This is an optimization exercise on Yosys and OpenROAD, whose aim is small area, a short achievable clock period and few clock cycles, not a production implementation.
RTL that was checked went through simulation tests only; none was proved equivalent to the original.
The RTL of runs 2 to 5 was laid out without a check of its function.
Power is estimated from default activity; no workload was simulated.

## flow/design.v

```verilog
package ptif_pkg;
  localparam int unsigned HEADER_HOLD_BYTES = 60;
  localparam int unsigned FIFO_DEPTH = HEADER_HOLD_BYTES;
  localparam int unsigned LAST_QUEUE_DEPTH = 2;
  localparam logic REG_ENABLE    = 1'b0;
  localparam logic REG_TRUNC_LEN = 1'b1;
  localparam logic [4:0]  ETH_BASE_LEN = 5'd14;
  localparam logic [4:0]  TAG_LEN      = 5'd4;
  localparam logic [4:0]  TAGGED_IP_OFF = ETH_BASE_LEN + TAG_LEN;
  localparam logic [15:0] TYPE_IPV4    = 16'h0800;
  localparam logic [15:0] TYPE_CTAG    = 16'h8100;
  localparam logic [15:0] TYPE_STAG    = 16'h88A8;
  localparam logic [15:0] POS_TYPE_HI  = 16'd12;
  localparam logic [15:0] POS_TYPE_LO  = 16'd13;
  localparam logic [15:0] POS_INNER_HI = 16'd16;
  localparam logic [15:0] POS_INNER_LO = 16'd17;
  localparam logic [15:0] POS_MAX      = 16'hFFFF;
  localparam logic [3:0] IPV4_VERSION = 4'h4;
  localparam logic [5:0] IPV4_MIN_HDR = 6'd20;
  localparam logic [5:0] OFF_TLEN_HI  = 6'd2;
  localparam logic [5:0] OFF_TLEN_LO  = 6'd3;
  localparam logic [5:0] OFF_CSUM_HI  = 6'd10;
  localparam logic [5:0] OFF_CSUM_LO  = 6'd11;
  localparam logic [15:0] KEEP_MIN_UNTAGGED = 16'(ETH_BASE_LEN) + 16'(IPV4_MIN_HDR);
  localparam logic [15:0] KEEP_MIN_VLAN     = 16'(ETH_BASE_LEN) + 16'(TAG_LEN);
  localparam logic [15:0] KEEP_MIN_TAGGED   = 16'(TAGGED_IP_OFF) + 16'(IPV4_MIN_HDR);
endpackage
import ptif_pkg::*;
module packet_truncate_ipv4_fixup_unit (
  input  logic        clk_i,
  input  logic        rst_ni,
  input  logic        cfg_we_i,
  input  logic        cfg_idx_i,
  input  logic [15:0] cfg_wdata_i,
  input  logic        s_axis_tvalid,
  output logic        s_axis_tready,
  input  logic [23:0] s_axis_tdata,    
  input  logic        s_axis_tlast,
  output logic        m_axis_tvalid,
  input  logic        m_axis_tready,
  output logic [7:0]  m_axis_tdata,    
  output logic        m_axis_tlast
);
  localparam int unsigned N  = FIFO_DEPTH;
  localparam int unsigned AW = 6;
  localparam int unsigned LQ = LAST_QUEUE_DEPTH;
  localparam int unsigned LW = $clog2(LQ);
  function automatic [AW-1:0] inc(input [AW-1:0] p);
    inc = (p == AW'(N - 1)) ? '0 : p + AW'(1);
  endfunction
  logic        en_q;
  logic [15:0] tlen_q;
  logic        tlen_nz, tlen_is1, k18, k34, k38;
  logic        first_q;
  logic        cut_q;
  logic [15:0] rem_q;           
  logic [4:0]  pc_q;            
  logic        t08_q, t81_q, t88_q;
  logic        vlan_q, arm14_q, arm18_q;
  logic        hsp_q;           
  logic          hold_q;
  logic [3:0]    ihlm_q;        
  logic [5:0]    hoff_q;        
  logic [15:0]   tot_q;         
  logic [AW-1:0] a0_q;          
  logic          fixp_q;        
  logic [3:0]    fcnt_q;
  logic [7:0]    ax_q, ay_q;    
  logic          ac_q;
  logic [1:0]    fin_q;
  logic [7:0]    mem_q [N];
  logic [AW-1:0] wp_q, rp_q;
  logic [AW:0]   cnt_q;
  logic [AW-1:0] lq_q [LQ];
  logic [LW-1:0] lqw_q, lqr_q;
  logic [LW:0]   lqc_q;
  logic       ov_q;
  logic [7:0] ob_q;
  logic       ol_q;
  logic       trdy_q;
  assign s_axis_tready = trdy_q;
  assign m_axis_tvalid = ov_q;
  assign m_axis_tdata  = ob_q;
  assign m_axis_tlast  = ol_q;
  logic [7:0]  b;
  logic [15:0] flen;
  logic        l;
  assign b    = s_axis_tdata[7:0];
  assign flen = s_axis_tdata[23:8];
  assign l    = s_axis_tlast;
  assign tlen_nz  = tlen_q != 16'd0;
  assign tlen_is1 = tlen_q == 16'd1;
  assign k18      = tlen_q >= KEEP_MIN_VLAN;
  assign k34      = tlen_q >= KEEP_MIN_UNTAGGED;
  assign k38      = tlen_q >= KEEP_MIN_TAGGED;
  always_ff @(posedge clk_i or negedge rst_ni) begin
    if (!rst_ni) begin
      en_q   <= 1'b0;
      tlen_q <= 16'd0;
    end else if (cfg_we_i) begin
      if (cfg_idx_i == REG_ENABLE) en_q <= cfg_wdata_i[0];
      else                         tlen_q <= cfg_wdata_i;
    end
  end
  logic in_acc, drop, endc, wr, lastbit;
  logic rem_z, rem_o;
  logic at12, at13, at16, at17;
  logic hs, ihl_ok, start, complete, rel_unfixed;
  logic bx08, bx00, bx81, bx88, bxa8;
  assign in_acc  = s_axis_tvalid && trdy_q;
  assign rem_z   = rem_q == 16'd0;
  assign rem_o   = rem_q == 16'd1;
  assign drop    = !first_q && cut_q && rem_z;
  assign endc    = first_q ? (en_q && tlen_is1 && (flen[15:1] != 15'd0))
                           : (cut_q && rem_o);
  assign wr      = in_acc && !drop;
  assign lastbit = l || endc;
  assign bx08 = b == 8'h08;
  assign bx00 = b == 8'h00;
  assign bx81 = b == 8'h81;
  assign bx88 = b == 8'h88;
  assign bxa8 = b == 8'hA8;
  assign at12 = !first_q && pc_q == 5'd12;
  assign at13 = !first_q && pc_q == 5'd13;
  assign at16 = !first_q && pc_q == 5'd16;
  assign at17 = !first_q && pc_q == 5'd17;
  assign ihl_ok = b[7:4] == IPV4_VERSION && b[3:0] >= 4'd5 &&
                  (rem_q[15:6] != 10'd0 || rem_q[5:2] >= b[3:0]);
  assign hs       = hsp_q && !first_q;
  assign start    = hs && ihl_ok;
  assign complete = hold_q && hoff_q == {ihlm_q, 2'b11};
  assign rel_unfixed = hold_q && !complete && l;
  logic       first_d, cut_d, arm14_d, arm18_d, hsp_d;
  logic [4:0] pc_d;
  always_comb begin
    first_d = first_q;
    cut_d   = cut_q;
    arm14_d = arm14_q;
    arm18_d = arm18_q;
    pc_d    = pc_q;
    if (in_acc) begin
      first_d = l;
      if (first_q) begin
        cut_d   = en_q && tlen_nz && (flen > tlen_q);
        arm14_d = 1'b0;
        arm18_d = 1'b0;
        pc_d    = 5'd1;
      end else begin
        if (pc_q != 5'd31) pc_d = pc_q + 5'd1;
        if (at13) arm14_d = cut_q && t08_q && bx00 && k34;
        if (at17) arm18_d = cut_q && vlan_q && t08_q && bx00 && k38;
      end
    end
    hsp_d = !first_d && cut_d && ((arm14_d && pc_d == 5'd14) ||
                                  (arm18_d && pc_d == 5'd18));
  end
  always_ff @(posedge clk_i or negedge rst_ni) begin
    if (!rst_ni) begin
      first_q <= 1'b1;
      hsp_q   <= 1'b0;
    end else begin
      first_q <= first_d;
      hsp_q   <= hsp_d;
    end
  end
  always_ff @(posedge clk_i) begin
    cut_q   <= cut_d;
    arm14_q <= arm14_d;
    arm18_q <= arm18_d;
    pc_q    <= pc_d;
    if (in_acc) begin
      if (first_q) rem_q <= tlen_q - 16'd1;
      else if (!rem_z) rem_q <= rem_q - 16'd1;
      if (at12 || at16) begin
        t08_q <= bx08;
        t81_q <= bx81;
        t88_q <= bx88;
      end
      if (at13) vlan_q <= cut_q && ((t81_q && bx00) || (t88_q && bxa8)) && k18;
    end
  end
  logic       step;
  logic [7:0] addend, sy, sx;
  logic       sc;
  logic [8:0] ssum;
  always_comb begin
    step   = (in_acc && (start || hold_q)) || fin_q != 2'd0;
    addend = b;
    if (fin_q != 2'd0) addend = 8'd0;
    else if (hold_q && hoff_q[5:4] == 2'b00 && hoff_q[2:1] == 2'b01) begin
      if (hoff_q[3]) addend = 8'd0;
      else           addend = hoff_q[0] ? tot_q[7:0] : tot_q[15:8];
    end
    sy   = (in_acc && start) ? 8'd0 : ay_q;
    sx   = (in_acc && start) ? 8'd0 : ax_q;
    sc   = (in_acc && start) ? 1'b0 : ac_q;
    ssum = {1'b0, sy} + {1'b0, addend} + {8'd0, sc};
  end
  always_ff @(posedge clk_i or negedge rst_ni) begin
    if (!rst_ni) begin
      hold_q <= 1'b0;
      fin_q  <= 2'd0;
    end else begin
      if (fin_q != 2'd0) fin_q <= fin_q - 2'd1;
      if (in_acc) begin
        if (start && !l) hold_q <= 1'b1;
        if (complete) begin
          hold_q <= 1'b0;
          fin_q  <= 2'd3;
        end
        if (rel_unfixed) hold_q <= 1'b0;
      end
    end
  end
  always_ff @(posedge clk_i) begin
    if (step) begin
      ax_q <= ssum[7:0];
      ay_q <= sx;
      ac_q <= ssum[8];
    end
    if (in_acc) begin
      if (start) begin
        ihlm_q <= b[3:0] - 4'd1;
        hoff_q <= 6'd1;
        tot_q  <= rem_q;
        a0_q   <= wp_q;
      end else if (hold_q) begin
        hoff_q <= hoff_q + 6'd1;
      end
    end
  end
  logic       empty, blocked, out_free, rd;
  logic [7:0] rdata, odata;
  logic       at_a0, olast;
  logic       push, pop;
  logic [15:0] fsum;
  logic [15:0] csum;
  assign empty    = cnt_q == '0;
  assign at_a0    = rp_q == a0_q;
  assign blocked  = hold_q && at_a0;
  assign out_free = !ov_q || m_axis_tready;
  assign rd       = !empty && !blocked && out_free;
  always_comb begin
    rdata = 8'd0;
    for (int i = 0; i < N; i++) begin
      rdata = rdata | (mem_q[i] & {8{rp_q == AW'(i)}});
    end
  end
  assign fsum = {ax_q, ay_q};
  assign csum = (fsum == 16'd0) ? 16'd0 : ~fsum;
  always_comb begin
    odata = rdata;
    if (fixp_q) begin
      case (fcnt_q)
        4'd2:    odata = tot_q[15:8];
        4'd3:    odata = tot_q[7:0];
        4'd10:   odata = csum[15:8];
        4'd11:   odata = csum[7:0];
        default: odata = rdata;
      endcase
    end
  end
  assign olast = lqc_q != '0 && rp_q == lq_q[lqr_q];
  assign push  = wr && lastbit;
  assign pop   = rd && olast;
  logic [AW:0] cnt_d;
  logic [LW:0] lqc_d;
  assign cnt_d = cnt_q + (AW+1)'(wr) - (AW+1)'(rd);
  assign lqc_d = lqc_q + (LW+1)'(push) - (LW+1)'(pop);
  for (genvar i = 0; i < N; i++) begin : g_mem
    always_ff @(posedge clk_i) begin
      if (wr && wp_q == AW'(i)) mem_q[i] <= b;
    end
  end
  always_ff @(posedge clk_i) begin
    if (push) lq_q[lqw_q] <= wp_q;
    if (rd) begin
      ob_q <= odata;
      ol_q <= olast;
    end
  end
  always_ff @(posedge clk_i or negedge rst_ni) begin
    if (!rst_ni) begin
      wp_q   <= '0;
      rp_q   <= '0;
      cnt_q  <= '0;
      lqw_q  <= '0;
      lqr_q  <= '0;
      lqc_q  <= '0;
      ov_q   <= 1'b0;
      fixp_q <= 1'b0;
      fcnt_q <= 4'd0;
      trdy_q <= 1'b0;
    end else begin
      if (wr) wp_q <= inc(wp_q);
      if (rd) rp_q <= inc(rp_q);
      cnt_q <= cnt_d;
      if (push) lqw_q <= lqw_q + LW'(1);
      if (pop)  lqr_q <= lqr_q + LW'(1);
      lqc_q <= lqc_d;
      if (rd) ov_q <= 1'b1;
      else if (m_axis_tready) ov_q <= 1'b0;
      if (rd && fixp_q) begin
        if (fcnt_q != 4'd0 || at_a0) fcnt_q <= fcnt_q + 4'd1;
        if (fcnt_q == 4'd11) begin
          fixp_q <= 1'b0;
          fcnt_q <= 4'd0;
        end
      end
      if (in_acc && complete) begin
        fixp_q <= 1'b1;
        fcnt_q <= 4'd0;
      end
      trdy_q <= cnt_d != (AW+1)'(N) && lqc_d != (LW+1)'(LQ) && !(hsp_d && fixp_q);
    end
  end
endmodule
```

## flow/config.mk

```make
export PLATFORM = sky130hd
export DESIGN_NAME = packet_truncate_ipv4_fixup_unit
export DESIGN_NICKNAME = packet_truncate_ipv4_fixup_unit
export VERILOG_FILES = /design/flow/design.v
export SDC_FILE = /design/flow/constraint.sdc
export NUM_CORES = 4
export LEC_CHECK = 0
export CAP_MARGIN = 20
export CORE_MARGIN = 2
export CORE_UTILIZATION = 40
export PLACE_DENSITY = 0.6
export SLEW_MARGIN = 20
```

## flow/constraint.sdc

```tcl
create_clock -name core_clock -period 5.5 [get_ports {clk_i}]
set_input_delay 1.1000 -clock core_clock [delete_from_list [all_inputs] [get_ports {clk_i}]]
set_output_delay 1.1000 -clock core_clock [all_outputs]
set_load 0.01 [all_outputs]
```

## flow/run.sh

```bash
#!/bin/bash
# synth_recipe.tcl (not shown) runs the flow's synth.tcl, then flattens the netlist and writes it again
# the make line also repeats each setting of config.mk as NAME=value (left out here)
make -C /OpenROAD-flow-scripts/flow DESIGN_CONFIG=/design/flow/config.mk WORK_HOME=/design/flow/orfs CLKGATE_MAP_FILE= SYNTH_SCRIPT=/design/flow/synth_recipe.tcl finish
```

==> flow_metrics.env, run 1 <==
export IMPL_outcome="no timing/DRC/antenna violations"
export IMPL_worstPathArrival_ns=5.09
export IMPL_path_clk_slew_ns=0.06
export IMPL_syn_nets=2028
export IMPL_drive_gt1_share_pct=13.5
export IMPL_grt_ovfl_total=0
export IMPL_cts_max_level=3
export IMPL_worstPathCellList="or4_4 -> or4b_4 -> o41a_4 -> inv_1 -> ha_1 -> inv_1 -> ha_1 -> inv_1 -> fa_1 -> nand2b_1 -> a221oi_1 -> nor2_1 -> o311a_1 -> and4b_1 -> a221oi_2"
export IMPL_postCtsSetupBuffers=0
export IMPL_cts_hold_buf=0
export IMPL_crit_family="simple AND/OR/NAND/NOR gates"
export IMPL_timing_hold_ws_ns=0.505
export IMPL_placementRows=95
export IMPL_yosys_warnings=2
export IMPL_required_ns=5.97
export IMPL_peakVddDrop_mv=0.202
export IMPL_cts_sinks=630
export IMPL_cp_common_cell="inv_1"
export IMPL_power_leakage_nw=10.8
export IMPL_cap_viol_max_count=0
export IMPL_cts_root_buf="clkbuf_16"
export IMPL_switching_power_w=0.00468
export IMPL_wl_mm=97.0
export IMPL_drv_slew=0
export IMPL_tightest_slew_ns=1.22
export IMPL_fmax_mhz=216
export IMPL_worst_path_stages=15
export IMPL_initial_core_util_pct=40.3
export IMPL_coreArea_sq_um=66900
export IMPL_drc=0
export IMPL_area_growth_pct=16.2
export IMPL_synth_seq_area_share_pct=68.9
export IMPL_grt_usage_pct=27.6
export IMPL_multi_input_area_sq_um=7880
export IMPL_ys_types=80
export IMPL_p_int_w=0.00928
export IMPL_num_fill_cells=5863
export IMPL_syn_inst=1917
export IMPL_seqCellArea_sq_um=18600
export IMPL_synth_ff_type="edfxtp_1"
export IMPL_cp_start_kind="flip-flop"
export IMPL_die_height_um=264
export IMPL_die_x_um=264
export IMPL_place_hpwl_mm=66.6
export IMPL_setup_violations=0
export IMPL_fin_nets=2188
export IMPL_ios=58
export IMPL_min_path_cells=1
export IMPL_antenna_found_initial=1
export IMPL_dieArea_sq_um=69500
export IMPL_avgSynthCellArea_sq_um=14.1
export IMPL_synth_edf_count=570
export IMPL_grt_max_degree=64
export IMPL_drt_iter0_markers=2780
export IMPL_p_per_area_nw_per_um2=446
export IMPL_grt_pass1_vias=17900
export IMPL_post_route_period_util_pct=84.0
export IMPL_pwr_share_seq_pct=42.8
export IMPL_pwr_share_comb_pct=24.8
export IMPL_first_pass_iters=8
export IMPL_insertion_delay_ns=0.64
export IMPL_vias=18900
export IMPL_n_antenna_cell=0
export IMPL_r2r_cells=15
export IMPL_post_drt_wl_per_cell_um=32.3
export IMPL_globalplace_congestion=1.01
export IMPL_via_per_inst=6.30
export IMPL_fin_crit_ns=4.62
export IMPL_timing_critical_path_slowest_stage_cell="or4_4"
export IMPL_swShare_pct=33.5
export IMPL_worst_hold_path_type="flip-flop to flip-flop"
export IMPL_cp_slowest_stage_delay_ns=0.58
export IMPL_ctsLongestPathBuffers=3
export IMPL_numCtsBuffers=68
export IMPL_hold_violations=0
export IMPL_rsz0062_at_grt="no"
export IMPL_synthArstFlopShare_pct=8.25
export IMPL_critPathKind="flip-flop to flip-flop"
export IMPL_fin_setup_tns_ns=0
export IMPL_final_setup_skew_ns=0.0465
export IMPL_synth_area_sq_um=26900
export IMPL_slew_headroom_pct=18.1
export IMPL_crit_path_end_kind="flip-flop"
export IMPL_cts_resized=0
export IMPL_critical_path_max_fanout=15
export IMPL_ant_nets=0
export IMPL_numPortBuffers=57
export IMPL_power_frac_clock_pct=32.4
export IMPL_cts_tree="done"
export IMPL_yosys_register_bits=630
export IMPL_grt_pass1_wl_mm=135
export IMPL_crit_buf_inv=3
## path summary, 6_finish.rpt
path / from / endpoint / slack, ns
min in group asynchronous: rst_ni / tlen_q[11] / 0.62
hold / removal: lqw_q / lqw_q / 0.50
hold reg to reg: lqw_q / lqw_q / 0.50
setup reg to reg: rem_q[11] / trdy_q / 0.88
setup / recovery: rem_q[11] / trdy_q / 0.88
max in group asynchronous: rst_ni / hold_q / 4.37
## cell type report
| cell class | instances | share of cell area (%) |
|---|---|---|
| inverter | 65 | 0.779 |
| clock inverter | 40 | 1.19 |
| tap | 873 | 3.49 |
| multi-input combinational | 1146 | 25.2 |
| sequential | 630 | 59.3 |
| clock buffer | 82 | 5.73 |
| timing repair buffer | 166 | 4.30 |
## cells by family after synthesis
| logic type | count (synthesis) | share of synthesized area (%) |
|---|---|---|
| flip-flops | 630 | 68.9 |
| AND/OR/NAND/NOR | 592 | 11.3 |
| AO/OA/AOI/OAI | 366 | 10.2 |
| buffers and inverters | 141 | 2.03 |
| adder cells (fa/ha/maj) | 64 | 3.06 |
| XOR/XNOR | 62 | 2.02 |
| multiplexers | 62 | 2.44 |
## placed cells by master (no fill, tap or decap), types with 16 or more instances in the layout
| cell | Yosys | final |
|---|---|---|
| a22oi_1 | 115 | 115 |
| ha_1 | 61 | 61 |
| a21oi_1 | 35 | 35 |
| clkbuf_16 | 0 | 68 |
| nor2_1 | 180 | 168 |
| edfxtp_1 | 570 | 570 |
| inv_1 | 65 | 65 |
| nor2b_1 | 22 | 20 |
| clkdlybuf4s50_1 | 0 | 48 |
| nor3_1 | 20 | 20 |
| mux2i_1 | 33 | 33 |
| and3_1 | 49 | 49 |
| mux2_2 | 29 | 29 |
| xnor2_1 | 39 | 39 |
| xor2_1 | 23 | 23 |
| buf_4 | 0 | 108 |
| a2111oi_0 | 17 | 16 |
| nand2_1 | 92 | 92 |
| o21ai_0 | 30 | 30 |
| nand3_1 | 59 | 59 |
| and2_1 | 24 | 26 |
| nor4_1 | 29 | 29 |
| dfrtp_1 | 51 | 51 |
| nand4_1 | 46 | 46 |
| a32oi_1 | 60 | 60 |
## layer usage
metal / GRT usage (%) / part of all wire [%]
met2: 39.8 / 43
met3: 7.07 / 12
met1: 38.0 / 39
met5: 0 / 0
met4: 15.3 / 6.2
## cells in the mapped netlist (all sizes together) (13+ instances only)
master | n | area (sq um)
a22oi | 115 | 863
xor2 | 23 | 201
nor4 | 31 | 206
mux2i | 33 | 330
nand3 | 61 | 315
ha | 61 | 763
nor2 | 180 | 676
nand2 | 96 | 370
xnor2 | 39 | 342
nand4 | 46 | 288
a31oi | 15 | 93.8
mux2 | 29 | 327
nor2b | 22 | 138
nand2b | 13 | 81.3
a21o | 14 | 105
nor3 | 20 | 100
inv | 65 | 244
clkbuf | 58 | 218
a32oi | 60 | 526
edfxtp | 570 | 17100
buf | 18 | 86.3
o21ai | 30 | 150
dfrtp | 51 | 1280
a22o | 15 | 131
and2 | 28 | 175
a21oi | 35 | 175
and3 | 49 | 307
a2111oi | 18 | 164
## flip-flops by register name, summed over array words and instances (netlist names), 2 cells and up
register / cells
ay_q: 8
cnt_q: 7
a0_q: 6
tlen_q: 16
fin_q: 2
fcnt_q: 4
hoff_q: 6
ihlm_q: 4
mem_q: 480
tot_q: 16
pc_q: 5
wp_q: 6
ax_q: 8
ob_q: 8
rp_q: 6
lq_q: 12
lqc_q: 2
rem_q: 16
## power groups by stage
| stage | logic, W | clock network (W) | registers [W] |
|---|---|---|---|
| floorplan | 0.00188 | 0 | 0.00591 |
| global placement | 0.00329 | 0 | 0.00605 |
| detailed placement | 0.00332 | 0 | 0.00607 |
| CTS | 0.00334 | 0.00456 | 0.00597 |
| global route | 0.00358 | 0.00472 | 0.00601 |
| finish | 0.00345 | 0.00452 | 0.00597 |
## per-stage QoR
| stage | instance area [sq um] | util (%) | instances | total power (W) | setup WS (ns) |
|---|---|---|---|---|---|
| global placement | 29100 | 43.5 | 2876 | 0.00934 | 0.782 |
| floorplan | 26900 | - | 1917 | 0.00779 | 1.22 |
| detailed placement | 29100 | 43.5 | 2879 | 0.00940 | 0.722 |
| CTS | 31300 | 46.7 | 3001 | 0.0139 | 0.879 |
| finish | 31300 | 46.8 | 3002 | 0.0140 | 0.881 |
| global route | 31300 | 46.8 | 3002 | 0.0143 | 0.712 |
Testbench counts, summed over its fixed seeds: cycles 243,794.
==> inputs of run 2 (changes only) <==
--- a/flow/design.v
+++ b/flow/design.v
@@ -48,6 +48,27 @@
   function automatic [AW-1:0] inc(input [AW-1:0] p);
     inc = (p == AW'(N - 1)) ? '0 : p + AW'(1);
   endfunction
+  function automatic [8:0] add8(input [7:0] x, input [7:0] y, input ci);
+    reg [7:0] g, p, gg, pp, gn, pn;
+    reg [8:0] c;
+    g  = x & y;
+    p  = x ^ y;
+    gg = g;
+    pp = p;
+    for (int d = 1; d < 8; d = d * 2) begin
+      gn = gg;
+      pn = pp;
+      for (int i = d; i < 8; i++) begin
+        gn[i] = gg[i] | (pp[i] & gg[i - d]);
+        pn[i] = pp[i] & pp[i - d];
+      end
+      gg = gn;
+      pp = pn;
+    end
+    c[0] = ci;
+    for (int i = 0; i < 8; i++) c[i + 1] = gg[i] | (pp[i] & ci);
+    add8 = {c[8], p ^ c[7:0]};
+  endfunction
   logic        en_q;
   logic [15:0] tlen_q;
   logic        tlen_nz, tlen_is1, k18, k34, k38;
@@ -70,7 +91,7 @@
   logic [1:0]    fin_q;
   logic [7:0]    mem_q [N];
   logic [AW-1:0] wp_q, rp_q;
-  logic [AW:0]   cnt_q;
+  logic          empty_q, full_q;
   logic [AW-1:0] lq_q [LQ];
   logic [LW-1:0] lqw_q, lqr_q;
   logic [LW:0]   lqc_q;
@@ -103,16 +124,19 @@
     end
   end
   logic in_acc, drop, endc, wr, lastbit;
-  logic rem_z, rem_o;
+  logic rem_z, rem_o, rem_t, cut_in;
+  logic drop_q, end_q;    
   logic at12, at13, at16, at17;
   logic hs, ihl_ok, start, complete, rel_unfixed;
   logic bx08, bx00, bx81, bx88, bxa8;
   assign in_acc  = s_axis_tvalid && trdy_q;
   assign rem_z   = rem_q == 16'd0;
   assign rem_o   = rem_q == 16'd1;
-  assign drop    = !first_q && cut_q && rem_z;
+  assign rem_t   = rem_q == 16'd2;
+  assign cut_in  = en_q && tlen_nz && (flen > tlen_q);
+  assign drop    = drop_q;
   assign endc    = first_q ? (en_q && tlen_is1 && (flen[15:1] != 15'd0))
-                           : (cut_q && rem_o);
+                           : end_q;
   assign wr      = in_acc && !drop;
   assign lastbit = l || endc;
   assign bx08 = b == 8'h08;
@@ -141,7 +165,7 @@
     if (in_acc) begin
       first_d = l;
       if (first_q) begin
-        cut_d   = en_q && tlen_nz && (flen > tlen_q);
+        cut_d   = cut_in;
         arm14_d = 1'b0;
         arm18_d = 1'b0;
         pc_d    = 5'd1;
@@ -158,9 +182,20 @@
     if (!rst_ni) begin
       first_q <= 1'b1;
       hsp_q   <= 1'b0;
+      drop_q  <= 1'b0;
+      end_q   <= 1'b0;
     end else begin
       first_q <= first_d;
       hsp_q   <= hsp_d;
+      if (in_acc) begin
+        if (first_q) begin
+          drop_q <= !l && cut_in && tlen_is1;
+          end_q  <= !l && cut_in && tlen_q == 16'd2;
+        end else begin
+          drop_q <= !l && cut_q && (rem_z || rem_o);
+          end_q  <= !l && cut_q && rem_t;
+        end
+      end
     end
   end
   always_ff @(posedge clk_i) begin
@@ -179,29 +214,31 @@
       if (at13) vlan_q <= cut_q && ((t81_q && bx00) || (t88_q && bxa8)) && k18;
     end
   end
-  logic       step;
-  logic [7:0] addend, sy, sx;
-  logic       sc;
+  logic [7:0] ad_q;             
+  logic       s1_q;             
+  logic       step, clr;
   logic [8:0] ssum;
   always_comb begin
-    step   = (in_acc && (start || hold_q)) || fin_q != 2'd0;
-    addend = b;
-    if (fin_q != 2'd0) addend = 8'd0;
-    else if (hold_q && hoff_q[5:4] == 2'b00 && hoff_q[2:1] == 2'b01) begin
-      if (hoff_q[3]) addend = 8'd0;
-      else           addend = hoff_q[0] ? tot_q[7:0] : tot_q[15:8];
-    end
-    sy   = (in_acc && start) ? 8'd0 : ay_q;
-    sx   = (in_acc && start) ? 8'd0 : ax_q;
-    sc   = (in_acc && start) ? 1'b0 : ac_q;
-    ssum = {1'b0, sy} + {1'b0, addend} + {8'd0, sc};
+    step = s1_q || fin_q != 2'd0;
+    clr  = !step && !hold_q && !fixp_q;
+    ssum = add8(ay_q, ad_q, ac_q);
+  end
+  always_ff @(posedge clk_i) begin
+    if (!(in_acc && (hsp_q || hold_q)))
+      ad_q <= 8'd0;
+    else if (hold_q && hoff_q[5:4] == 2'b00 && hoff_q[2:1] == 2'b01)
+      ad_q <= hoff_q[3] ? 8'd0 : hoff_q[0] ? tot_q[7:0] : tot_q[15:8];
+    else
+      ad_q <= b;
   end
   always_ff @(posedge clk_i or negedge rst_ni) begin
     if (!rst_ni) begin
       hold_q <= 1'b0;
       fin_q  <= 2'd0;
+      s1_q   <= 1'b0;
     end else begin
-      if (fin_q != 2'd0) fin_q <= fin_q - 2'd1;
+      s1_q <= in_acc && (hsp_q || hold_q);
+      if (fin_q != 2'd0 && !s1_q) fin_q <= fin_q - 2'd1;
       if (in_acc) begin
         if (start && !l) hold_q <= 1'b1;
         if (complete) begin
@@ -213,13 +250,17 @@
     end
   end
   always_ff @(posedge clk_i) begin
-    if (step) begin
+    if (clr) begin
+      ax_q <= 8'd0;
+      ay_q <= 8'd0;
+      ac_q <= 1'b0;
+    end else if (step) begin
       ax_q <= ssum[7:0];
-      ay_q <= sx;
+      ay_q <= ax_q;
       ac_q <= ssum[8];
     end
     if (in_acc) begin
-      if (start) begin
+      if (hsp_q) begin
         ihlm_q <= b[3:0] - 4'd1;
         hoff_q <= 6'd1;
         tot_q  <= rem_q;
@@ -235,15 +276,20 @@
   logic       push, pop;
   logic [15:0] fsum;
   logic [15:0] csum;
-  assign empty    = cnt_q == '0;
+  assign empty    = empty_q;
   assign at_a0    = rp_q == a0_q;
   assign blocked  = hold_q && at_a0;
   assign out_free = !ov_q || m_axis_tready;
   assign rd       = !empty && !blocked && out_free;
+  logic [7:0] rp_hi, rp_lo;
   always_comb begin
+    for (int k = 0; k < 8; k++) begin
+      rp_hi[k] = rp_q[5:3] == 3'(k);
+      rp_lo[k] = rp_q[2:0] == 3'(k);
+    end
     rdata = 8'd0;
     for (int i = 0; i < N; i++) begin
-      rdata = rdata | (mem_q[i] & {8{rp_q == AW'(i)}});
+      rdata = rdata | (mem_q[i] & {8{rp_hi[i / 8] && rp_lo[i % 8]}});
     end
   end
   assign fsum = {ax_q, ay_q};
@@ -263,10 +309,17 @@
   assign olast = lqc_q != '0 && rp_q == lq_q[lqr_q];
   assign push  = wr && lastbit;
   assign pop   = rd && olast;
-  logic [AW:0] cnt_d;
   logic [LW:0] lqc_d;
-  assign cnt_d = cnt_q + (AW+1)'(wr) - (AW+1)'(rd);
-  assign lqc_d = lqc_q + (LW+1)'(push) - (LW+1)'(pop);
+  logic        empty_d, full_d, lqfull_d;
+  always_comb begin
+    lqc_d = lqc_q;
+    if (push && !pop) lqc_d = (lqc_q == '0) ? (LW+1)'(1) : (LW+1)'(2);
+    if (pop && !push) lqc_d = (lqc_q == (LW+1)'(2)) ? (LW+1)'(1) : '0;
+  end
+  assign empty_d  = (empty_q && !wr) || (inc(rp_q) == wp_q && rd && !wr);
+  assign full_d   = (full_q && !rd) || (inc(wp_q) == rp_q && wr && !rd);
+  assign lqfull_d = (lqc_q == (LW+1)'(LQ) && !pop) ||
+                    (lqc_q == (LW+1)'(LQ - 1) && push && !pop);
   for (genvar i = 0; i < N; i++) begin : g_mem
     always_ff @(posedge clk_i) begin
       if (wr && wp_q == AW'(i)) mem_q[i] <= b;
@@ -283,7 +336,8 @@
     if (!rst_ni) begin
       wp_q   <= '0;
       rp_q   <= '0;
-      cnt_q  <= '0;
+      empty_q <= 1'b1;
+      full_q  <= 1'b0;
       lqw_q  <= '0;
       lqr_q  <= '0;
       lqc_q  <= '0;
@@ -294,7 +348,8 @@
     end else begin
       if (wr) wp_q <= inc(wp_q);
       if (rd) rp_q <= inc(rp_q);
-      cnt_q <= cnt_d;
+      empty_q <= empty_d;
+      full_q  <= full_d;
       if (push) lqw_q <= lqw_q + LW'(1);
       if (pop)  lqr_q <= lqr_q + LW'(1);
       lqc_q <= lqc_d;
@@ -311,7 +366,7 @@
         fixp_q <= 1'b1;
         fcnt_q <= 4'd0;
       end
-      trdy_q <= cnt_d != (AW+1)'(N) && lqc_d != (LW+1)'(LQ) && !(hsp_d && fixp_q);
+      trdy_q <= !full_d && !lqfull_d && !(hsp_d && fixp_q);
     end
   end
 endmodule
--- a/flow/config.mk
+++ b/flow/config.mk
@@ -9,4 +9,5 @@
 export CORE_MARGIN = 2
 export CORE_UTILIZATION = 40
 export PLACE_DENSITY = 0.6
+export SETUP_SLACK_MARGIN = 3.2
 export SLEW_MARGIN = 20
==> run 2 against run 1 <==
Against the previous run:
- largest cell class unchanged
- still clean
- sequential power is essentially flat
- critical path depth shrank 8
- routed wire length grew 4.2%
- cell count grew 2.5%
- global-route usage grew 0.95 points
- synthesized area grew 1.6%
- die area grew 1.6%
- largest power group unchanged
- first-iteration DRC count is essentially flat
- worst hold slack lost 0.0015 ns
- worst setup slack gained 1.6 ns
- fmax grew 55%
- combinational power grew 21%
==> flow_metrics.env, run 2 <==
export IMPL_setup_violations=0
export IMPL_rsz0062_at_grt="yes"
export IMPL_yosysMostFrequentCell="edfxtp_1"
export IMPL_numCtsBuffers=69
export IMPL_synthArstFlopShare_pct=7.86
export IMPL_crit_path_end_kind="flip-flop"
export IMPL_avgSynthCellArea_sq_um=13.7
export IMPL_peakVddDrop_mv=0.238
export IMPL_hold_violations=0
export IMPL_busiest_layer="met2"
export IMPL_ys_types=82
export IMPL_grt_pass1_vias=19300
export IMPL_yosys_warnings=2
export IMPL_drive_gt1_share_pct=26.7
export IMPL_synth_edf_count=553
export IMPL_outcome="no timing/DRC/antenna violations"
export IMPL_dieArea_sq_um=70500
export IMPL_grt_use_met3_pct=8.15
export IMPL_cts_sinks=636
export IMPL_grt_max_degree=65
export IMPL_initial_core_util_pct=40.5
export IMPL_fin_crit_ns=2.99
export IMPL_ios=58
export IMPL_critPathKind="flip-flop to flip-flop"
export IMPL_post_route_period_util_pct=54.3
export IMPL_first_pass_iters=6
export IMPL_place_hpwl_mm=66.8
export IMPL_drv_slew=0
export IMPL_fin_util_pct=50.6
export IMPL_crit_buf_inv=1
export IMPL_slew_headroom_pct=36.8
export IMPL_top_register="mem_q"
export IMPL_drc=0
export IMPL_timing_final_ws_setup_ns=2.51
export IMPL_n_antenna_cell=0
export IMPL_cts_max_level=3
export IMPL_cts_tree="done"
export IMPL_p_per_area_nw_per_um2=433
export IMPL_fin_setup_tns_ns=0
export IMPL_antenna_found_initial=3
export IMPL_globalplace_congestion=1.03
export IMPL_required_ns=5.82
export IMPL_insertion_delay_ns=0.63
export IMPL_numPortBuffers=57
export IMPL_use_met1_pct=37.3
export IMPL_path_clk_slew_ns=0.06
export IMPL_grt_pass1_wl_mm=143
export IMPL_synth_ff_type="edfxtp_1"
export IMPL_timing_critical_path_slowest_stage_cell="a222oi_1"
export IMPL_area_growth_pct=24.8
export IMPL_cp_slowest_stage_delay_ns=0.71
export IMPL_ys_top_cells_by_count="553 x edfxtp_1, 130 x nor2_1, 97 x clkbuf_1"
export IMPL_via_per_inst=6.39
export IMPL_most_common_layout_cells="553 x edfxtp_1, 107 x buf_4, 83 x nand2_1"
export IMPL_grt_usage_pct=28.5
export IMPL_fmax_mhz=335
export IMPL_cap_viol_max_count=0
export IMPL_largest_reg_flops=480
export IMPL_yosysTopAreaCell="edfxtp_1"
export IMPL_worstPathArrival_ns=3.30
export IMPL_worst_hold_path_type="flip-flop to flip-flop"
export IMPL_drt_iter0_markers=2781
export IMPL_die_height_um=266
export IMPL_wl_mm=101
export IMPL_synth_seq_area_share_pct=67.7
export IMPL_finalNonFillerCells=3077
export IMPL_cts_root_buf="clkbuf_16"
export IMPL_critical_path_max_fanout=12
export IMPL_post_drt_wl_per_cell_um=32.8
export IMPL_synth_area_sq_um=27400
export IMPL_cts_hold_buf=0
export IMPL_fin_nets=2253
export IMPL_ant_nets=0
export IMPL_cp_start_kind="flip-flop"
export IMPL_use_met2_pct=42.9
export IMPL_crit_family="simple AND/OR/NAND/NOR gates"
export IMPL_synth_area_leaders="edfxtp_1 61%, dfrtp_1 4.4%, ha_1 2.6%"
export IMPL_power_leakage_nw=11.6
export IMPL_final_common_cell="edfxtp_1"
export IMPL_yosys_register_bits=636
export IMPL_coreArea_sq_um=67500
export IMPL_synth_top_area_share_pct=60.7
export IMPL_place_ws_ns=1.25
export IMPL_placementRows=95
export IMPL_ctsLongestPathBuffers=3
export IMPL_syn_inst=1996
export IMPL_placedCellCount=2851
export IMPL_worstPathCellList="buf_4 -> nor2b_2 -> and3_4 -> a222oi_1 -> nand3_2 -> nor4_4 -> a21oi_2"
export IMPL_vias=19700
export IMPL_final_setup_skew_ns=0.0340
export IMPL_tightest_slew_ns=0.948
export IMPL_syn_nets=2100
export IMPL_die_x_um=266
export IMPL_grt_ovfl_total=0
run 2: cell count changes after synthesis, moves of 11 or more:
cell / before / now
nor2_1: 180 / 130
clkbuf_1: 58 / 97
a22oi_1: 115 / 86
dfxtp_1: 8 / 33
a21oi_1: 35 / 55
edfxtp_1: 570 / 553
o21ai_0: 30 / 45
a22o_1: 15 / 28
nor3_1: 20 / 32
xnor2_1: 39 / 50
run 2: tightest hold or removal path: cells and delay by family, from the launching register on:
family / cells / cell delay [ns]
flops: 1 / 0.34
simple gates: 1 / 0.06
compound gates: 1 / 0.06
run 2: repair_timing:
| item | 4_1_cts | 5_1_grt |
|---|---|---|
| pin swaps | 79 | 57 |
| cloned | 4 | 1 |
| buffers inserted | 78 | 17 |
| setup endpoints to repair | 583 | 188 |
| resized for setup | 374 | 79 |
run 2: layout make-up:
type / instances / area (sq um)
fillers: 5749 / 33400
flip-flops and latches: 636 / 18600
multi-input cells: 1182 / 9980
clock buffers: 93 / 2000
repair buffers: 202 / 1990
well taps: 873 / 1090
clock inverters: 33 / 290
inverters: 58 / 258
run 2: routing by layer:
layer / share of wire (%) / routed length (um) / vias up
li1: - / - / 8157
met1: 38 / 38500 / 9861
met2: 44 / 44700 / 1329
met3: 11 / 11000 / 320
met4: 6.7 / 6810 / 0
met5: 0 / 0 / -
run 2: path summary, 6_finish.rpt:
check,startpoint,end,slack [ns],depth (start not counted)
worst max-delay path,rp_q[3],ob_q[5],2.51,7
worst min-delay path,ax_q[2],ax_q[2],0.50,2
worst max register to register,rp_q[3],ob_q[5],2.51,7
worst min register to register,ax_q[2],ax_q[2],0.50,2
max in group asynchronous,rst_ni,wp_q[3],4.32,2
min in group asynchronous,rst_ni,tlen_q[11],0.61,2
run 2: kinds of logic after synthesis:
kind of cell,share of synthesized area [%]
buf+inv,2.66
fa+ha+maj,2.63
mux,2.12
compound gates,11.6
xor+xnor,2.19
flops,67.7
simple gates,11.1
run 2: power breakdown:
part	total [W]	internal [W]	leakage [nW]	switching [W]
logic	0.00416	0.00157	4.65	0.00259
clock network	0.00470	0.00275	1.12	0.00195
registers	0.00595	0.00559	5.85	0.000363
run 2: per-stage QoR:
stage / total power [W] / area [sq um] / hold slack [ns]
after floorplan: 0.00774 / 28100 / 0.408
after global placement: 0.00907 / 29400 / 0.429
after detailed placement: 0.00909 / 29400 / 0.433
after CTS: 0.0145 / 33600 / 0.458
after global routing: 0.0152 / 34200 / 0.523
final: 0.0148 / 34200 / 0.503
==> inputs of run 3 (changes only) <==
--- a/flow/config.mk
+++ b/flow/config.mk
@@ -11,3 +11,4 @@
 export PLACE_DENSITY = 0.6
 export SETUP_SLACK_MARGIN = 3.2
 export SLEW_MARGIN = 20
+export TNS_END_PERCENT = 0
==> run 3 against run 2 <==
Against the previous run:
- final area is 4.1% lower
- clock power hardly changed
- worst hold slack got worse by 0.049 ns
- largest cell class unchanged
==> flow_metrics.env, run 3 <==
export IMPL_avgSynthCellArea_sq_um=13.7
export IMPL_grt_ovfl_total=0
export IMPL_critPathKind="flip-flop to flip-flop"
export IMPL_crit_path_end_kind="flip-flop"
export IMPL_ctsLongestPathBuffers=3
export IMPL_busiest_layer="met2"
export IMPL_fin_area_sq_um=32800
export IMPL_post_drt_wl_per_cell_um=31.8
export IMPL_ios=58
export IMPL_die_height_um=266
export IMPL_synth_area_sq_um=27400
export IMPL_insertion_delay_ns=0.64
export IMPL_use_met1_pct=37.3
export IMPL_grt_pass1_wl_mm=136
export IMPL_grt_max_degree=67
export IMPL_grt_use_met3_pct=5.67
export IMPL_placed_area_sq_um=29100
export IMPL_most_common_layout_cells="553 x edfxtp_1, 92 x nand2_1, 78 x buf_4"
export IMPL_cts_root_buf="clkbuf_16"
export IMPL_antenna_found_initial=4
export IMPL_required_ns=5.84
export IMPL_ys_types=82
export IMPL_vias=19100
export IMPL_fmax_mhz=344
export IMPL_drc=0
export IMPL_die_x_um=266
export IMPL_rsz0062_at_grt="yes"
export IMPL_timing_critical_path_slowest_stage_cell="nor4_4"
export IMPL_min_delay_start="arm14_q"
export IMPL_placedCellCount=2847
export IMPL_grt_pass1_vias=18600
export IMPL_worstPathArrival_ns=3.24
export IMPL_post_route_period_util_pct=52.8
export IMPL_final_setup_skew_ns=0.0293
export IMPL_synth_top_area_share_pct=60.7
export IMPL_grt_usage_pct=27.1
export IMPL_finalNonFillerCells=3027
export IMPL_syn_nets=2100
export IMPL_synth_area_leaders="edfxtp_1 61%, dfrtp_1 4.4%, ha_1 2.6%"
export IMPL_drv_slew=0
export IMPL_cts_hold_buf=0
export IMPL_crit_family="simple AND/OR/NAND/NOR gates"
export IMPL_wl_mm=96.3
export IMPL_globalplace_congestion=1.03
export IMPL_r2r_start="rp_q[0]"
export IMPL_peakVddDrop_mv=0.273
export IMPL_numPortBuffers=57
export IMPL_critical_path_max_fanout=7
export IMPL_setup_violations=0
export IMPL_worst_hold_path_type="flip-flop to flip-flop"
export IMPL_final_common_cell="edfxtp_1"
export IMPL_cts_max_level=3
export IMPL_synthArstFlopShare_pct=7.86
export IMPL_yosysTopAreaCell="edfxtp_1"
export IMPL_slew_headroom_pct=32.3
export IMPL_tightest_slew_ns=1.01
export IMPL_fin_setup_tns_ns=0
export IMPL_top_register="mem_q"
export IMPL_first_pass_iters=5
export IMPL_coreArea_sq_um=67500
export IMPL_yosysMostFrequentCell="edfxtp_1"
export IMPL_cp_start_kind="flip-flop"
export IMPL_path_clk_slew_ns=0.06
export IMPL_synth_ff_type="edfxtp_1"
export IMPL_p_per_area_nw_per_um2=435
export IMPL_synth_edf_count=553
export IMPL_power_leakage_nw=11.1
export IMPL_synth_seq_area_share_pct=67.7
export IMPL_place_hpwl_mm=63.9
export IMPL_yosys_warnings=2
export IMPL_cap_viol_max_count=0
export IMPL_crit_buf_inv=1
export IMPL_placementRows=95
export IMPL_dieArea_sq_um=70500
export IMPL_largest_reg_flops=480
export IMPL_yosys_register_bits=636
export IMPL_initial_core_util_pct=40.5
export IMPL_numCtsBuffers=70
export IMPL_power_total_w=0.0143
export IMPL_cp_slowest_stage_delay_ns=0.61
export IMPL_drt_iter0_markers=2728
export IMPL_drive_gt1_share_pct=20.4
export IMPL_cts_tree="done"
export IMPL_min_path_cells=2
export IMPL_syn_inst=1996
export IMPL_outcome="no timing/DRC/antenna violations"
export IMPL_hold_violations=0
export IMPL_ys_top_cells_by_count="553 x edfxtp_1, 130 x nor2_1, 97 x clkbuf_1"
export IMPL_area_growth_pct=19.7
export IMPL_cts_sinks=636
export IMPL_worst_path_stages=8
export IMPL_cp_startpoint="rp_q[0]"
export IMPL_via_per_inst=6.31
export IMPL_worstPathCellList="buf_4 -> ha_4 -> and3b_1 -> and2_4 -> a32oi_1 -> nand4_1 -> nor4_4 -> a21oi_2"
export IMPL_fin_nets=2202
export IMPL_fin_util_pct=48.5
export IMPL_use_met2_pct=40.5
export IMPL_fin_crit_ns=2.90
export IMPL_ant_nets=0
export IMPL_r2r_cells=8
[run 3: worst register-to-register path: stages, from the launching register on]
cell and delay, ns:
dfrtp_2 0.45, buf_4 0.16, ha_4 0.18, and3b_1 0.23, and2_4 0.27, a32oi_1 0.28
nand4_1 0.23, nor4_4 0.61, a21oi_2 0.19
[run 3: metal layers]
metal	up-vias	routed length, um
met5	-	0
met4	0	5670
met3	241	9670
met2	1153	42400
met1	9660	38600
li1	8044	-
[run 3: timing repair]
item                                    CTS  global route
endpoints found under the setup margin  555           538
cloned                                    2             0
pin swaps                                45            12
gates resized for setup                 226            11
buffers inserted                         38            12
[run 3: final cells by class]
type	instances	area, sq um
Timing Repair Buffer	150	1380
Multi-Input combinational cell	1182	9270
Clock inverter	38	375
Antenna cell	1	2.50
Tap cell	873	1090
Clock buffer	89	1870
Inverter	58	241
Sequential cell	636	18500
Fill cell	5802	34700
[run 3: path summary, 6_finish.rpt]
path,slack (ns),end
max,2.60,ob_q[5]
min,0.45,arm14_q
max reg2reg,2.60,ob_q[5]
min reg2reg,0.45,arm14_q
max in group asynchronous,4.31,rp_q[5]
min in group asynchronous,0.62,tlen_q[13]
[run 3: cells by family after synthesis]
group	synth area share, %
adder cells (fa/ha/maj)	2.63
buffers and inverters	2.66
flip-flops	67.7
AO/OA/AOI/OAI	11.6
multiplexers	2.12
XOR/XNOR	2.19
AND/OR/NAND/NOR	11.1
[run 3: stage by stage]
stage / setup WS (ns) / hold WS [ns]
floorplan: 2.92 / 0.408
global placement: 1.12 / 0.434
detailed placement: 0.981 / 0.431
CTS: 2.76 / 0.444
global route: 2.66 / 0.501
finish: 2.60 / 0.454
[run 3: report_power, final]
part / internal [W] / switching [W] / total (W)
logic: 0.00133 / 0.00227 / 0.00360
registers: 0.00558 / 0.000408 / 0.00599
clock network: 0.00268 / 0.00201 / 0.00468
==> inputs of run 4 (changes only) <==
--- a/flow/design.v
+++ b/flow/design.v
@@ -48,6 +48,9 @@
   function automatic [AW-1:0] inc(input [AW-1:0] p);
     inc = (p == AW'(N - 1)) ? '0 : p + AW'(1);
   endfunction
+  function automatic [AW-1:0] dec(input [AW-1:0] p);
+    dec = (p == '0) ? AW'(N - 1) : p - AW'(1);
+  endfunction
   function automatic [8:0] add8(input [7:0] x, input [7:0] y, input ci);
     reg [7:0] g, p, gg, pp, gn, pn;
     reg [8:0] c;
@@ -90,7 +93,12 @@
   logic          ac_q;
   logic [1:0]    fin_q;
   logic [7:0]    mem_q [N];
-  logic [AW-1:0] wp_q, rp_q;
+  logic [AW-1:0] wp_q;
+  logic [2:0]    rph_q;         
+  logic [7:0]    rpl_q;         
+  function automatic rp_is(input [AW-1:0] p);
+    rp_is = rph_q == p[5:3] && rpl_q[p[2:0]];
+  endfunction
   logic          empty_q, full_q;
   logic [AW-1:0] lq_q [LQ];
   logic [LW-1:0] lqw_q, lqr_q;
@@ -277,20 +285,25 @@
   logic [15:0] fsum;
   logic [15:0] csum;
   assign empty    = empty_q;
-  assign at_a0    = rp_q == a0_q;
+  assign at_a0    = rp_is(a0_q);
   assign blocked  = hold_q && at_a0;
   assign out_free = !ov_q || m_axis_tready;
   assign rd       = !empty && !blocked && out_free;
   logic [7:0] rp_hi, rp_lo;
+  logic [7:0] grp [8];
   always_comb begin
     for (int k = 0; k < 8; k++) begin
-      rp_hi[k] = rp_q[5:3] == 3'(k);
-      rp_lo[k] = rp_q[2:0] == 3'(k);
+      rp_hi[k] = rph_q == 3'(k);
+      rp_lo[k] = rpl_q[k];
     end
-    rdata = 8'd0;
-    for (int i = 0; i < N; i++) begin
-      rdata = rdata | (mem_q[i] & {8{rp_hi[i / 8] && rp_lo[i % 8]}});
+    for (int g = 0; g < 8; g++) begin
+      grp[g] = 8'd0;
+      for (int j = 0; j < 8; j++) begin
+        if (g * 8 + j < N) grp[g] = grp[g] | (mem_q[g * 8 + j] & {8{rp_lo[j]}});
+      end
     end
+    rdata = 8'd0;
+    for (int g = 0; g < 8; g++) rdata = rdata | (grp[g] & {8{rp_hi[g]}});
   end
   assign fsum = {ax_q, ay_q};
   assign csum = (fsum == 16'd0) ? 16'd0 : ~fsum;
@@ -306,7 +319,7 @@
       endcase
     end
   end
-  assign olast = lqc_q != '0 && rp_q == lq_q[lqr_q];
+  assign olast = lqc_q != '0 && rp_is(lq_q[lqr_q]);
   assign push  = wr && lastbit;
   assign pop   = rd && olast;
   logic [LW:0] lqc_d;
@@ -316,8 +329,8 @@
     if (push && !pop) lqc_d = (lqc_q == '0) ? (LW+1)'(1) : (LW+1)'(2);
     if (pop && !push) lqc_d = (lqc_q == (LW+1)'(2)) ? (LW+1)'(1) : '0;
   end
-  assign empty_d  = (empty_q && !wr) || (inc(rp_q) == wp_q && rd && !wr);
-  assign full_d   = (full_q && !rd) || (inc(wp_q) == rp_q && wr && !rd);
+  assign empty_d  = (empty_q && !wr) || (rp_is(dec(wp_q)) && rd && !wr);
+  assign full_d   = (full_q && !rd) || (rp_is(inc(wp_q)) && wr && !rd);
   assign lqfull_d = (lqc_q == (LW+1)'(LQ) && !pop) ||
                     (lqc_q == (LW+1)'(LQ - 1) && push && !pop);
   for (genvar i = 0; i < N; i++) begin : g_mem
@@ -335,7 +348,8 @@
   always_ff @(posedge clk_i or negedge rst_ni) begin
     if (!rst_ni) begin
       wp_q   <= '0;
-      rp_q   <= '0;
+      rph_q  <= '0;
+      rpl_q  <= 8'd1;
       empty_q <= 1'b1;
       full_q  <= 1'b0;
       lqw_q  <= '0;
@@ -347,7 +361,15 @@
       trdy_q <= 1'b0;
     end else begin
       if (wr) wp_q <= inc(wp_q);
-      if (rd) rp_q <= inc(rp_q);
+      if (rd) begin
+        if (rph_q == 3'((N - 1) / 8) && rpl_q[(N - 1) % 8]) begin
+          rph_q <= '0;
+          rpl_q <= 8'd1;
+        end else begin
+          if (rpl_q[7]) rph_q <= rph_q + 3'd1;
+          rpl_q <= {rpl_q[6:0], rpl_q[7]};
+        end
+      end
       empty_q <= empty_d;
       full_q  <= full_d;
       if (push) lqw_q <= lqw_q + LW'(1);
--- a/flow/config.mk
+++ b/flow/config.mk
@@ -9,6 +9,6 @@
 export CORE_MARGIN = 2
 export CORE_UTILIZATION = 40
 export PLACE_DENSITY = 0.6
-export SETUP_SLACK_MARGIN = 3.2
+export SETUP_SLACK_MARGIN = 3.3
 export SLEW_MARGIN = 20
 export TNS_END_PERCENT = 0
==> run 4 against run 3 <==
Against the previous run:
- sequential cell count grew 5
- largest power group unchanged
- power shrank 30%
- first-iteration DRC count shrank 35%
- worst setup slack gained 0.21 ns
- die area shrank 3.0%
- synthesized area shrank 3.1%
==> flow_metrics.env, run 4 <==
export IMPL_grt_max_degree=61
export IMPL_setup_violations=0
export IMPL_via_per_inst=5.96
export IMPL_numCtsBuffers=68
export IMPL_yosys_warnings=3
export IMPL_crit_buf_inv=1
export IMPL_crit_family="compound AO/OA/AOI/OAI gates"
export IMPL_critPathKind="flip-flop to flip-flop"
export IMPL_n_antenna_cell=0
export IMPL_rr_endpoint="ob_q[7]"
export IMPL_grt_pass1_vias=16900
export IMPL_ys_top_cells_by_count="553 x edfxtp_1, 249 x a22oi_1, 121 x nor2_1"
export IMPL_min_path_cells=1
export IMPL_placementRows=94
export IMPL_synthArstFlopShare_pct=8.58
export IMPL_timing_hold_ws_ns=0.457
export IMPL_cts_root_buf="clkbuf_16"
export IMPL_dieArea_sq_um=68400
export IMPL_synth_seq_area_share_pct=70.3
export IMPL_cts_tree="done"
export IMPL_numPortBuffers=57
export IMPL_required_ns=5.81
export IMPL_ant_nets=0
export IMPL_path_clk_slew_ns=0.06
export IMPL_fin_setup_tns_ns=0
export IMPL_slew_headroom_pct=39.9
export IMPL_first_pass_iters=6
export IMPL_globalplace_congestion=0.883
export IMPL_crit_path_end_kind="flip-flop"
export IMPL_worst_hold_path_type="flip-flop to flip-flop"
export IMPL_grt_usage_pct=22.3
export IMPL_placedCellCount=2695
export IMPL_worstPathArrival_ns=3.00
export IMPL_rsz0062_at_grt="yes"
export IMPL_synth_top_area_share_pct=62.6
export IMPL_worstPathCellList="buf_12 -> a22oi_1 -> nand4_1 -> a222oi_1 -> o2111a_1 -> a31oi_1"
export IMPL_num_fill_cells=5572
export IMPL_drive_gt1_share_pct=16.8
export IMPL_wl_mm=75.8
export IMPL_syn_nets=1950
export IMPL_yosysMostFrequentCell="edfxtp_1"
export IMPL_timing_critical_path_slowest_stage_cell="a222oi_1"
export IMPL_hold_violations=0
export IMPL_pwr_share_comb_pct=2.9
export IMPL_grt_pass1_wl_mm=111
export IMPL_yosys_register_bits=641
export IMPL_coreArea_sq_um=65700
export IMPL_power_leakage_nw=10.2
export IMPL_cap_viol_max_count=0
export IMPL_power_frac_clock_pct=43.9
export IMPL_most_common_layout_cells="553 x edfxtp_1, 236 x a22oi_1, 102 x nand2_1"
export IMPL_avgSynthCellArea_sq_um=14.4
export IMPL_ios=58
export IMPL_pwr_share_seq_pct=53.2
export IMPL_post_route_period_util_pct=48.9
export IMPL_synth_edf_count=553
export IMPL_top_register="mem_q"
export IMPL_grt_ovfl_total=0
export IMPL_p_int_w=0.00786
export IMPL_cp_slowest_stage_delay_ns=0.77
export IMPL_insertion_delay_ns=0.63
export IMPL_fin_nets=2041
export IMPL_yosysTopAreaCell="edfxtp_1"
export IMPL_finalNonFillerCells=2854
export IMPL_min_to="arm14_q"
export IMPL_min_delay_start="arm14_q"
export IMPL_place_ws_ns=1.45
export IMPL_r2r_cells=6
export IMPL_r2r_start="rpl_q[4]"
export IMPL_peakVddDrop_mv=0.212
export IMPL_final_setup_skew_ns=0.0433
export IMPL_fmax_mhz=372
export IMPL_switching_power_w=0.00215
export IMPL_drt_iter0_markers=1783
export IMPL_largest_reg_flops=480
export IMPL_drc=0
export IMPL_antenna_found_initial=1
export IMPL_die_height_um=262
export IMPL_tightest_slew_ns=0.893
export IMPL_outcome="no timing/DRC/antenna violations"
export IMPL_p_per_area_nw_per_um2=318
export IMPL_place_hpwl_mm=47.1
export IMPL_cp_start_kind="flip-flop"
export IMPL_initial_core_util_pct=40.4
export IMPL_fin_crit_ns=2.69
export IMPL_post_drt_wl_per_cell_um=26.5
export IMPL_timing_final_ws_setup_ns=2.81
export IMPL_syn_inst=1844
export IMPL_synth_area_leaders="edfxtp_1 63%, a22oi_1 7.0%, dfrtp_1 4.9%"
export IMPL_cts_hold_buf=0
export IMPL_area_growth_pct=18.5
export IMPL_cts_max_level=3
export IMPL_ys_types=76
export IMPL_swShare_pct=21.5
export IMPL_power_total_w=0.0100
export IMPL_die_x_um=262
export IMPL_vias=17000
export IMPL_final_common_cell="edfxtp_1"
export IMPL_synth_ff_type="edfxtp_1"
export IMPL_critical_path_max_fanout=40
export IMPL_rrSetupSlack_ns=2.81
export IMPL_drv_slew=0
export IMPL_ctsLongestPathBuffers=3
export IMPL_synth_area_sq_um=26500
export IMPL_cts_sinks=641
[run 4: stage by stage]
step           area [sq um]  util [%]
2_1_floorplan         27000         -
3_3_place_gp          28300      43.1
3_5_place_dp          28300      43.1
4_1_cts               31300      47.6
5_1_grt               31400      47.8
6_report              31400      47.8
[run 4: final cells by class]
cell class | instances | area (sq um) | share of cell area [%]
flip-flops and latches | 641 | 18700 | 59.4
well taps | 864 | 1080 | 3.44
clock inverters | 37 | 315 | 1.00
multi-input cells | 1047 | 8000 | 25.5
inverters | 53 | 203 | 0.645
clock buffers | 88 | 1810 | 5.75
repair buffers | 124 | 1350 | 4.28
[run 4: worst max path at each step]
stage                     startpoint      endpoint  slack, ns  cells after the start
finish                      rpl_q[4]       ob_q[7]       2.81                      6
global route        s_axis_tdata[18]        drop_q       2.83                      8
CTS                         rpl_q[2]       ob_q[3]       2.85                      6
detailed placement     s_axis_tvalid  mem_q[14][3]       1.45                      6
global placement       s_axis_tvalid  mem_q[14][6]       1.55                      6
floorplan              s_axis_tvalid  mem_q[35][0]       2.88                      7
[run 4: power by group through the flow]
stage          Combinational [W]  Clock, W  Sequential (W)
3_5_place_dp            0.000293         0         0.00543
6_report                0.000295   0.00439         0.00533
4_1_cts                 0.000294   0.00446         0.00533
3_3_place_gp            0.000285         0         0.00543
5_1_grt                 0.000325   0.00465         0.00533
2_1_floorplan           0.000127         0         0.00542
[run 4: cell families after synthesis]
| family | count (synthesis) | synth area share (%) |
|---|---|---|
| buf+inv | 156 | 2.29 |
| fa+ha+maj | 59 | 2.81 |
| flops | 641 | 70.3 |
| xor+xnor | 59 | 1.95 |
| compound gates | 467 | 12.8 |
| simple gates | 410 | 7.53 |
| mux | 52 | 2.38 |
[run 4: repair_timing]
item,CTS,global route
pin swaps,19,14
cloned,4,1
setup endpoints to repair,584,581
buffers inserted,29,0
resized for setup,106,34
[run 4: per-layer routing]
layer	share of wire (%)	vias to the layer above	GRT usage, %	wire [um]
met5	0	-	0	0
met3	9.1	137	5.12	6910
met2	47	838	34.6	35400
li1	-	7500	-	-
met4	3.4	0	9.09	2590
met1	41	8532	30.3	30900
==> inputs of run 5 (changes only) <==
--- a/flow/config.mk
+++ b/flow/config.mk
@@ -7,8 +7,8 @@
 export LEC_CHECK = 0
 export CAP_MARGIN = 20
 export CORE_MARGIN = 2
-export CORE_UTILIZATION = 40
-export PLACE_DENSITY = 0.6
+export CORE_UTILIZATION = 55
+export PLACE_DENSITY = 0.7
 export SETUP_SLACK_MARGIN = 3.3
 export SLEW_MARGIN = 20
 export TNS_END_PERCENT = 0
==> run 5 against run 4 <==
Against the previous run:
- global-route usage increased by 7.9 points
- still clean
- utilization grew 17 points
- sequential power is essentially flat
- synthesized cell count stayed put
- largest cell class unchanged
- synthesized area unchanged
- power down 1.4%
- routed wire length fell by 1.2%
- clock-buffer cell count is 6 lower
==> flow_metrics.env, run 5 <==
export IMPL_critical_path_max_fanout=34
export IMPL_coreArea_sq_um=47600
export IMPL_setup_violations=0
export IMPL_placed_area_sq_um=28000
export IMPL_first_pass_iters=8
export IMPL_antenna_found_initial=1
export IMPL_synth_area_leaders="edfxtp_1 63%, a22oi_1 7.0%, dfrtp_1 4.9%"
export IMPL_ios=58
export IMPL_crit_buf_inv=1
export IMPL_fin_util_pct=64.7
export IMPL_crit_family="compound AO/OA/AOI/OAI gates"
export IMPL_drc=0
export IMPL_worstPathCellList="buf_12 -> a22oi_2 -> nand4_1 -> a222oi_1 -> o2111a_1 -> a31oi_1"
export IMPL_timing_final_ws_setup_ns=2.73
export IMPL_post_route_period_util_pct=50.4
export IMPL_place_hpwl_mm=46.7
export IMPL_placedCellCount=2447
export IMPL_yosys_warnings=3
export IMPL_cts_sinks=641
export IMPL_ant_nets=0
export IMPL_numCtsBuffers=61
export IMPL_via_per_inst=6.72
export IMPL_wl_mm=74.9
export IMPL_synth_area_sq_um=26500
export IMPL_n_antenna_cell=0
export IMPL_yosys_register_bits=641
export IMPL_synth_ff_type="edfxtp_1"
export IMPL_syn_nets=1950
export IMPL_tightest_slew_ns=1.07
export IMPL_synth_edf_count=553
export IMPL_drive_gt1_share_pct=16.0
export IMPL_yosysTopAreaCell="edfxtp_1"
export IMPL_worstPathArrival_ns=3.08
export IMPL_die_height_um=224
export IMPL_p_per_area_nw_per_um2=320
export IMPL_seqCellArea_sq_um=18700
export IMPL_num_fill_cells=3357
export IMPL_fmax_mhz=361
export IMPL_path_clk_slew_ns=0.06
export IMPL_cts_root_buf="clkbuf_16"
export IMPL_final_common_cell="edfxtp_1"
export IMPL_multi_input_area_sq_um=7960
export IMPL_placementRows=80
export IMPL_synthArstFlopShare_pct=8.58
export IMPL_peakVddDrop_mv=0.250
export IMPL_grt_usage_pct=30.2
export IMPL_avgSynthCellArea_sq_um=14.4
export IMPL_finalNonFillerCells=2591
export IMPL_fin_crit_ns=2.77
export IMPL_ctsLongestPathBuffers=3
export IMPL_grt_ovfl_total=0
export IMPL_critPathKind="flip-flop to flip-flop"
export IMPL_area_growth_pct=16.2
export IMPL_outcome="no timing/DRC/antenna violations"
export IMPL_ys_top_cells_by_count="553 x edfxtp_1, 249 x a22oi_1, 121 x nor2_1"
export IMPL_worst_hold_path_type="flip-flop to flip-flop"
export IMPL_rsz0062_at_grt="yes"
export IMPL_fin_area_sq_um=30800
export IMPL_crit_path_end_kind="flip-flop"
export IMPL_power_leakage_nw=10.1
export IMPL_final_setup_skew_ns=0.0368
export IMPL_ys_types=76
export IMPL_drt_iter0_markers=2481
export IMPL_fin_nets=2030
export IMPL_dieArea_sq_um=50000
export IMPL_grt_pass1_vias=17000
export IMPL_synth_seq_area_share_pct=70.3
export IMPL_cp_start_kind="flip-flop"
export IMPL_most_common_layout_cells="553 x edfxtp_1, 237 x a22oi_1, 102 x nand2_1"
export IMPL_initial_core_util_pct=55.7
export IMPL_syn_inst=1844
export IMPL_timing_critical_path_slowest_stage_cell="a222oi_1"
export IMPL_die_x_um=224
export IMPL_cts_tree="done"
export IMPL_place_ws_ns=1.83
export IMPL_required_ns=5.80
export IMPL_globalplace_congestion=0.954
export IMPL_largest_reg_flops=480
export IMPL_slew_headroom_pct=28.0
export IMPL_cap_viol_max_count=0
export IMPL_numPortBuffers=57
export IMPL_grt_max_degree=66
export IMPL_drv_slew=0
export IMPL_insertion_delay_ns=0.65
export IMPL_grt_pass1_wl_mm=110
export IMPL_fin_setup_tns_ns=0
export IMPL_hold_violations=0
export IMPL_cp_slowest_stage_delay_ns=0.93
export IMPL_post_drt_wl_per_cell_um=28.9
export IMPL_rrSetupSlack_ns=2.73
export IMPL_yosysMostFrequentCell="edfxtp_1"
export IMPL_cts_max_level=2
export IMPL_top_register="mem_q"
export IMPL_vias=17400
export IMPL_synth_top_area_share_pct=62.6
==> run 5: cell counts after synthesis <==
No cell type changed its count.
==> run 5: final timing paths <==
| path | start | end | cells after the start |
|---|---|---|---|
| worst min-delay path | arm14_q | arm14_q | 1 |
| max in group asynchronous | rst_ni | rpl_q[2] | 2 |
| worst max register to register | rpl_q[7] | ob_q[0] | 6 |
| worst max-delay path | rpl_q[7] | ob_q[0] | 6 |
| min in group asynchronous | rst_ni | tlen_q[11] | 2 |
| worst min register to register | arm14_q | arm14_q | 1 |
==> run 5: kinds of logic (layout without fill, tap and decap cells) <==
| group | count (synthesis) | count (layout) | synth area share (%) |
|---|---|---|---|
| buffers and inverters | 156 | 288 | 2.29 |
| xor gates and xnor gates | 59 | 59 | 1.95 |
| AOI/OAI and AO/OA | 467 | 467 | 12.8 |
| DFF | 641 | 641 | 70.3 |
| and+or+nand+nor | 410 | 410 | 7.53 |
| adders and majority gates | 59 | 59 | 2.81 |
| muxes | 52 | 52 | 2.38 |
==> run 5: repair_timing <==
action,in CTS,in global routing
gates cloned,3,0
buffers inserted,26,0
pin swaps,20,6
gates resized for setup,108,11
setup endpoints to repair,585,577
hold buffers,0,0
hold endpoints to repair,0,0
==> run 5: stage by stage <==
stage,hold WS [ns],power [W]
floorplan,0.425,0.00554
finish,0.454,0.00987
detailed placement,0.441,0.00572
global route,0.485,0.0101
CTS,0.455,0.00990
global placement,0.443,0.00571
==> run 5: final cells by class <==
cell class,instances,share of cell area [%]
multi-input cells,1047,25.8
flip-flops and latches,641,60.6
clock inverters,33,1.10
well taps,615,2.50
repair buffers,120,3.87
clock buffers,82,5.47
inverters,53,0.657
==> run 5: layer usage <==
metal | share of wire (%) | track usage, % | vias up
met5 | 0.019 | 0 | -
met4 | 4.3 | 12.3 | 2
met3 | 11 | 7.73 | 210
met2 | 46 | 46.7 | 1094
met1 | 39 | 41.1 | 8660
li1 | - | - | 7441
==> run 5: where the power goes <==
| group | total, W | internal, W | switching, W |
|---|---|---|---|
| clock | 0.00425 | 0.00247 | 0.00178 |
| combinational | 0.000293 | 0.000107 | 0.000186 |
| sequential | 0.00533 | 0.00530 | 0.0000346 |

[separate check: timing with driven ports]
In the flow no input, the clock included, has a driving cell. The finished layouts below were timed again as built, in two steps.
Step 1, drivers: a clkbuf_16 drives clk_i and a buf_2 each remaining input, both assumed.
Step 2 moves the port delays by t, midway between the first and last clock arrival at a register: inputs arrive t later, outputs are due t later. That takes back most of the time a late clock gives input paths.
Slacks: no drivers / after step 1 / after step 2; pairs: no drivers / after step 1.
run	shift t [ns]	setup WS [ns]	worst data-port slew with drivers (ns)
run 1	0.682	0.881 / 0.881 / 0.624	0.10
run 2	0.675	2.513 / 2.513 / 2.513	0.07
run 3	0.688	2.596 / 2.596 / 2.054	0.27
run 4	0.676	2.811 / 2.811 / 2.260	0.05
run 5	0.686	2.729 / 2.729 / 2.268	0.05
After both steps setup and hold are still met in every run listed. For run 4, which loses most, drivers alone change the setup slack by 0.000 ns; drivers and shift together by -0.551 ns.
